Background: an optimization exercise with open tools, aiming at small area. Do not read the settings as production practice. Only simulation tests tie the RTL to the original design; equivalence was not proved. Power is estimated from default activity; no workload was simulated.

onyx:
==> flow/design.v <==
package dsp_conv_pkg;
  typedef enum logic [1:0] {
    IDLE = 2'd0,
    LOAD = 2'd1,
    SWAP = 2'd2,
    DONE = 2'd3
  } krnl_state_t;
  function automatic integer krnl_words(input integer kern_sz, input integer img_d);
    krnl_words = kern_sz * kern_sz * img_d;
  endfunction
endpackage
module dsp_onehot_dec #(
  parameter int N = 8,
  parameter int W = 3
) (
  input  logic         i_en,
  input  logic [W-1:0] i_idx,
  output logic [N-1:0] o_onehot
);
  generate
    for (genvar gi = 0; gi < N; gi++) begin : g_bit
      assign o_onehot[gi] = i_en && (i_idx == W'(gi));
    end
  endgenerate
endmodule
module dsp_krnl_load_ctrl #(
  parameter int NUM_TILES = 480,
  parameter int KERN_SZ   = 3,
  parameter int IMG_D     = 6,
  parameter int A_W       = 14,
  parameter int M_W       = 18,
  localparam int KRNL_WORDS = dsp_conv_pkg::krnl_words(KERN_SZ, IMG_D),
  localparam int TILE_W     = $clog2(NUM_TILES)
) (
  input  logic                 clk,
  input  logic                 rst,
  input  logic                 ce,
  input  logic                 cmd_valid,
  output logic                 cmd_ready,
  input  logic [TILE_W-1:0]    cmd_tile,
  input  logic                 cmd_bank,
  input  logic                 cmd_swap,
  input  logic                 s_valid,
  output logic                 s_ready,
  input  logic [M_W-1:0]       s_data,
  output logic [A_W-1:0]       krnl_wraddr,
  output logic [M_W-1:0]       krnl_wrdata,
  output logic [NUM_TILES-1:0] krnl_bram1_wren,
  output logic [NUM_TILES-1:0] krnl_bram2_wren,
  output logic [NUM_TILES-1:0] ld_new_kernel,
  output logic                 busy,
  output logic                 done,
  output logic                 cmd_err
);
  localparam int               IDX_W    = $clog2(KRNL_WORDS);
  localparam logic [IDX_W-1:0] PREV_IDX = IDX_W'(KRNL_WORDS - 2);
  localparam int               LO_W     = 5;
  localparam int               LO_N     = 1 << LO_W;
  localparam int               HI_N     = (NUM_TILES + LO_N - 1) / LO_N;
  dsp_conv_pkg::krnl_state_t r_state;
  logic [TILE_W-1:0]    r_tile;
  logic                 r_bank;
  logic                 r_swap;
  logic                 r_first;    
  logic [IDX_W-1:0]     r_wraddr;   
  logic [M_W-1:0]       r_wrdata;
  logic                 r_wr1;
  logic                 r_wr2;
  logic                 r_ld;
  logic                 r_done;
  logic                 r_cmd_err;
  logic w_cmd_ready, w_s_ready, w_cmd_fire, w_tile_ok, w_beat, w_last;
  assign w_cmd_ready = (r_state == dsp_conv_pkg::IDLE) && ce && !rst;
  assign w_s_ready   = (r_state == dsp_conv_pkg::LOAD) && ce && !rst;
  assign w_cmd_fire  = cmd_valid && w_cmd_ready;
  assign w_tile_ok   = (cmd_tile < TILE_W'(NUM_TILES));
  assign w_beat      = s_valid && w_s_ready;
  assign w_last      = !r_first && (r_wraddr == PREV_IDX);
  always_ff @(posedge clk) begin
    if (rst) begin
      r_state   <= dsp_conv_pkg::IDLE;
      r_tile    <= '0;
      r_bank    <= 1'b0;
      r_swap    <= 1'b0;
      r_first   <= 1'b0;
      r_wraddr  <= '0;
      r_wrdata  <= '0;
      r_wr1     <= 1'b0;
      r_wr2     <= 1'b0;
      r_ld      <= 1'b0;
      r_done    <= 1'b0;
      r_cmd_err <= 1'b0;
    end else begin
      r_wr1     <= w_beat && !r_bank;
      r_wr2     <= w_beat && r_bank;
      r_ld      <= ce && (r_state == dsp_conv_pkg::SWAP);
      r_done    <= ce && (r_state == dsp_conv_pkg::DONE);
      r_cmd_err <= w_cmd_fire && !w_tile_ok;
      if (w_cmd_fire && w_tile_ok) begin
        r_state <= dsp_conv_pkg::LOAD;
        r_tile  <= cmd_tile;
        r_bank  <= cmd_bank;
        r_swap  <= cmd_swap;
        r_first <= 1'b1;
      end
      if (w_beat) begin
        r_wraddr <= r_first ? '0 : r_wraddr + IDX_W'(1);
        r_wrdata <= s_data;
        r_first  <= 1'b0;
        if (w_last) begin
          r_state <= r_swap ? dsp_conv_pkg::SWAP : dsp_conv_pkg::DONE;
        end
      end
      if (ce && (r_state == dsp_conv_pkg::SWAP)) begin
        r_state <= dsp_conv_pkg::DONE;
      end
      if (ce && (r_state == dsp_conv_pkg::DONE)) begin
        r_state <= dsp_conv_pkg::IDLE;
      end
    end
  end
  logic [LO_N-1:0] w_lo_n;
  logic [HI_N-1:0] w_hi1_n, w_hi2_n, w_hild_n;
  logic [TILE_W-LO_W-1:0] w_hi;
  assign w_hi = r_tile[TILE_W-1:LO_W];
  generate
    for (genvar gl = 0; gl < LO_N; gl++) begin : g_lo
      assign w_lo_n[gl] = !(r_tile[LO_W-1:0] == LO_W'(gl));
    end
    for (genvar gh = 0; gh < HI_N; gh++) begin : g_hi
      assign w_hi1_n[gh]  = !(r_wr1 && (w_hi == (TILE_W-LO_W)'(gh)));
      assign w_hi2_n[gh]  = !(r_wr2 && (w_hi == (TILE_W-LO_W)'(gh)));
      assign w_hild_n[gh] = !(r_ld  && (w_hi == (TILE_W-LO_W)'(gh)));
    end
    for (genvar gi = 0; gi < NUM_TILES; gi++) begin : g_out
      assign krnl_bram1_wren[gi] = !(w_hi1_n[gi / LO_N]  || w_lo_n[gi % LO_N]);
      assign krnl_bram2_wren[gi] = !(w_hi2_n[gi / LO_N]  || w_lo_n[gi % LO_N]);
      assign ld_new_kernel[gi]   = !(w_hild_n[gi / LO_N] || w_lo_n[gi % LO_N]);
    end
  endgenerate
  assign cmd_ready   = w_cmd_ready;
  assign s_ready     = w_s_ready;
  assign busy        = (r_state != dsp_conv_pkg::IDLE);
  assign krnl_wraddr = A_W'(r_wraddr);
  assign krnl_wrdata = r_wrdata;
  assign done        = r_done;
  assign cmd_err     = r_cmd_err;
endmodule
clock: 4.0 ns
lec_check: 0
cap_margin: 20
core_area: 3 2.72 757 59.84
cts_buf_list: sky130_fd_sc_hd__clkbuf_4 sky130_fd_sc_hd__clkbuf_8
cts_cluster_diameter: 30
cts_cluster_size: 6
die_area: 0 0 760 62
gpl_timing_driven: 0
slew_margin: 20
standard.sh (not shown) runs the stock make flow with config.mk's settings and CLKGATE_MAP_FILE= SYNTH_SCRIPT=/design/flow/synth_recipe.tcl, a recipe that flattens the netlist after the stock synthesis.
==> flow/flow/run.sh <==
#!/bin/bash
# The standard ORFS layout, except that the port buffers are the smallest buffer
# cell instead of the one buffer_ports picks by default.
set -euo pipefail
export BUFFER_PORTS_ARGS="-buffer_cell sky130_fd_sc_hd__buf_1"
bash standard.sh > standard_flow.log 2>&1
To summarise onyx: no stage aborted, but the layout did not pass its checks, failing on setup timing.
Here is what was changed in the inputs of juniper compared with onyx.
- SETUP_SLACK_MARGIN newly set to 0.1
- GPL_TIMING_DRIVEN removed (was 0)
==> flow/flow/run.sh <==
#!/bin/bash
# The standard ORFS layout, except that:
# - the port buffers are the smallest buffer cell instead of the one
#   buffer_ports picks by default;
# - gates off the critical paths are downsized after global routing, and
#   flow/post_grt.tcl then repairs the slew, capacitance and timing limits.
set -euo pipefail
export BUFFER_PORTS_ARGS="-buffer_cell sky130_fd_sc_hd__buf_1"
export POST_GLOBAL_ROUTE_TCL="$PWD/flow/post_grt.tcl"
bash standard.sh RECOVER_POWER=100 finish > standard_flow.log 2>&1
==> flow/flow/post_grt.tcl (new file) <==
# Runs after global routing. Power recovery has downsized the gates that have
# timing slack, which can break the slew and capacitance limits: repair them,
# then any setup violations, legalising and rerouting after each repair.
estimate_parasitics -global_routing
repair_design_helper
global_route -start_incremental
detailed_placement
global_route -end_incremental
estimate_parasitics -global_routing
repair_timing_helper
global_route -start_incremental
detailed_placement
global_route -end_incremental
check_placement -verbose
[summary]
- In summary, juniper completed successfully, with a layout that passed the timing, design-rule and antenna checks.
- Re number of cells upsized or downsized after cts: onyx was higher than juniper.
- For the total power, juniper came in about 15% lower than onyx did.
- juniper vs. onyx: combinational cell power has decreased, setup slack +0.59 ns, setup violation total in the final timing report decreased 305.
Setup changes, juniper to yarrow
- swapping 6 for 10 in CTS_CLUSTER_SIZE
- swapping 30 for 40 in CTS_CLUSTER_DIAMETER
- putting PLACE_DENSITY at 0.9 where nothing was set
- clearing SETUP_SLACK_MARGIN, which used to be 0.1
- swapping sky130_fd_sc_hd__clkbuf_4 sky130_fd_sc_hd__clkbuf_8 for sky130_fd_sc_hd__clkbuf_8 in CTS_BUF_LIST
- putting GPL_TIMING_DRIVEN at 0 where nothing was set
==> flow/flow/run.sh <==
#!/bin/bash
# The standard ORFS layout, except that the port buffers are the smallest buffer
# cell instead of the one buffer_ports picks by default.
set -euo pipefail
export BUFFER_PORTS_ARGS="-buffer_cell sky130_fd_sc_hd__buf_1"
bash standard.sh > standard_flow.log 2>&1
removed: flow/flow/post_grt.tcl
[summary]
juniper | status: complete | timing, DRC, antenna: pass
Run status, yarrow: aborted in global routing (5_1_grt), error GRT-0116
Taking juniper as the reference, in yarrow fraction of the yosys area taken by sequential cells did not really move, detailed placer's ending HPWL went up, area after synthesis did not really move.
From juniper to yarrow the numbers moved as follows: final weighted congestion in routability-driven placement went up, synthesized cell count barely changed, worst setup timing slack at the placement stage decreased by 0.68 ns relative to the old numbers.
Total clock buffers created by CTS came out exactly the same in juniper and yarrow.

[what the ideal ports hide]
The flow's constraints put no driver on any port. The routed layouts listed below were extracted and timed again, unchanged, in two steps. Step 1, drivers: a clkbuf_16 drives clk and a buf_2 each remaining input, both assumed. Step 2 moves the port delays by t, midway between the first and last clock arrival at a register: inputs arrive t later, outputs are due t later. That takes back most of the time a late clock gives input paths. a / b / c = ideal / step 1 / step 2; a / b = the first two.
| run | t (ns) | setup WS [ns] | hold slack, ns | latest minus earliest clock arrival (ns) | worst register clock-pin slew, ns |
|---|---|---|---|---|---|
| onyx | 0.346 | -0.462 / -0.493 / -0.147 | 0.448 / 0.448 / 0.448 | 0.016 / 0.016 | 0.10 / 0.10 |
| juniper | 0.340 | 0.126 / 0.099 / 0.438 | 0.462 / 0.462 / 0.462 | 0.019 / 0.019 | 0.10 / 0.10 |
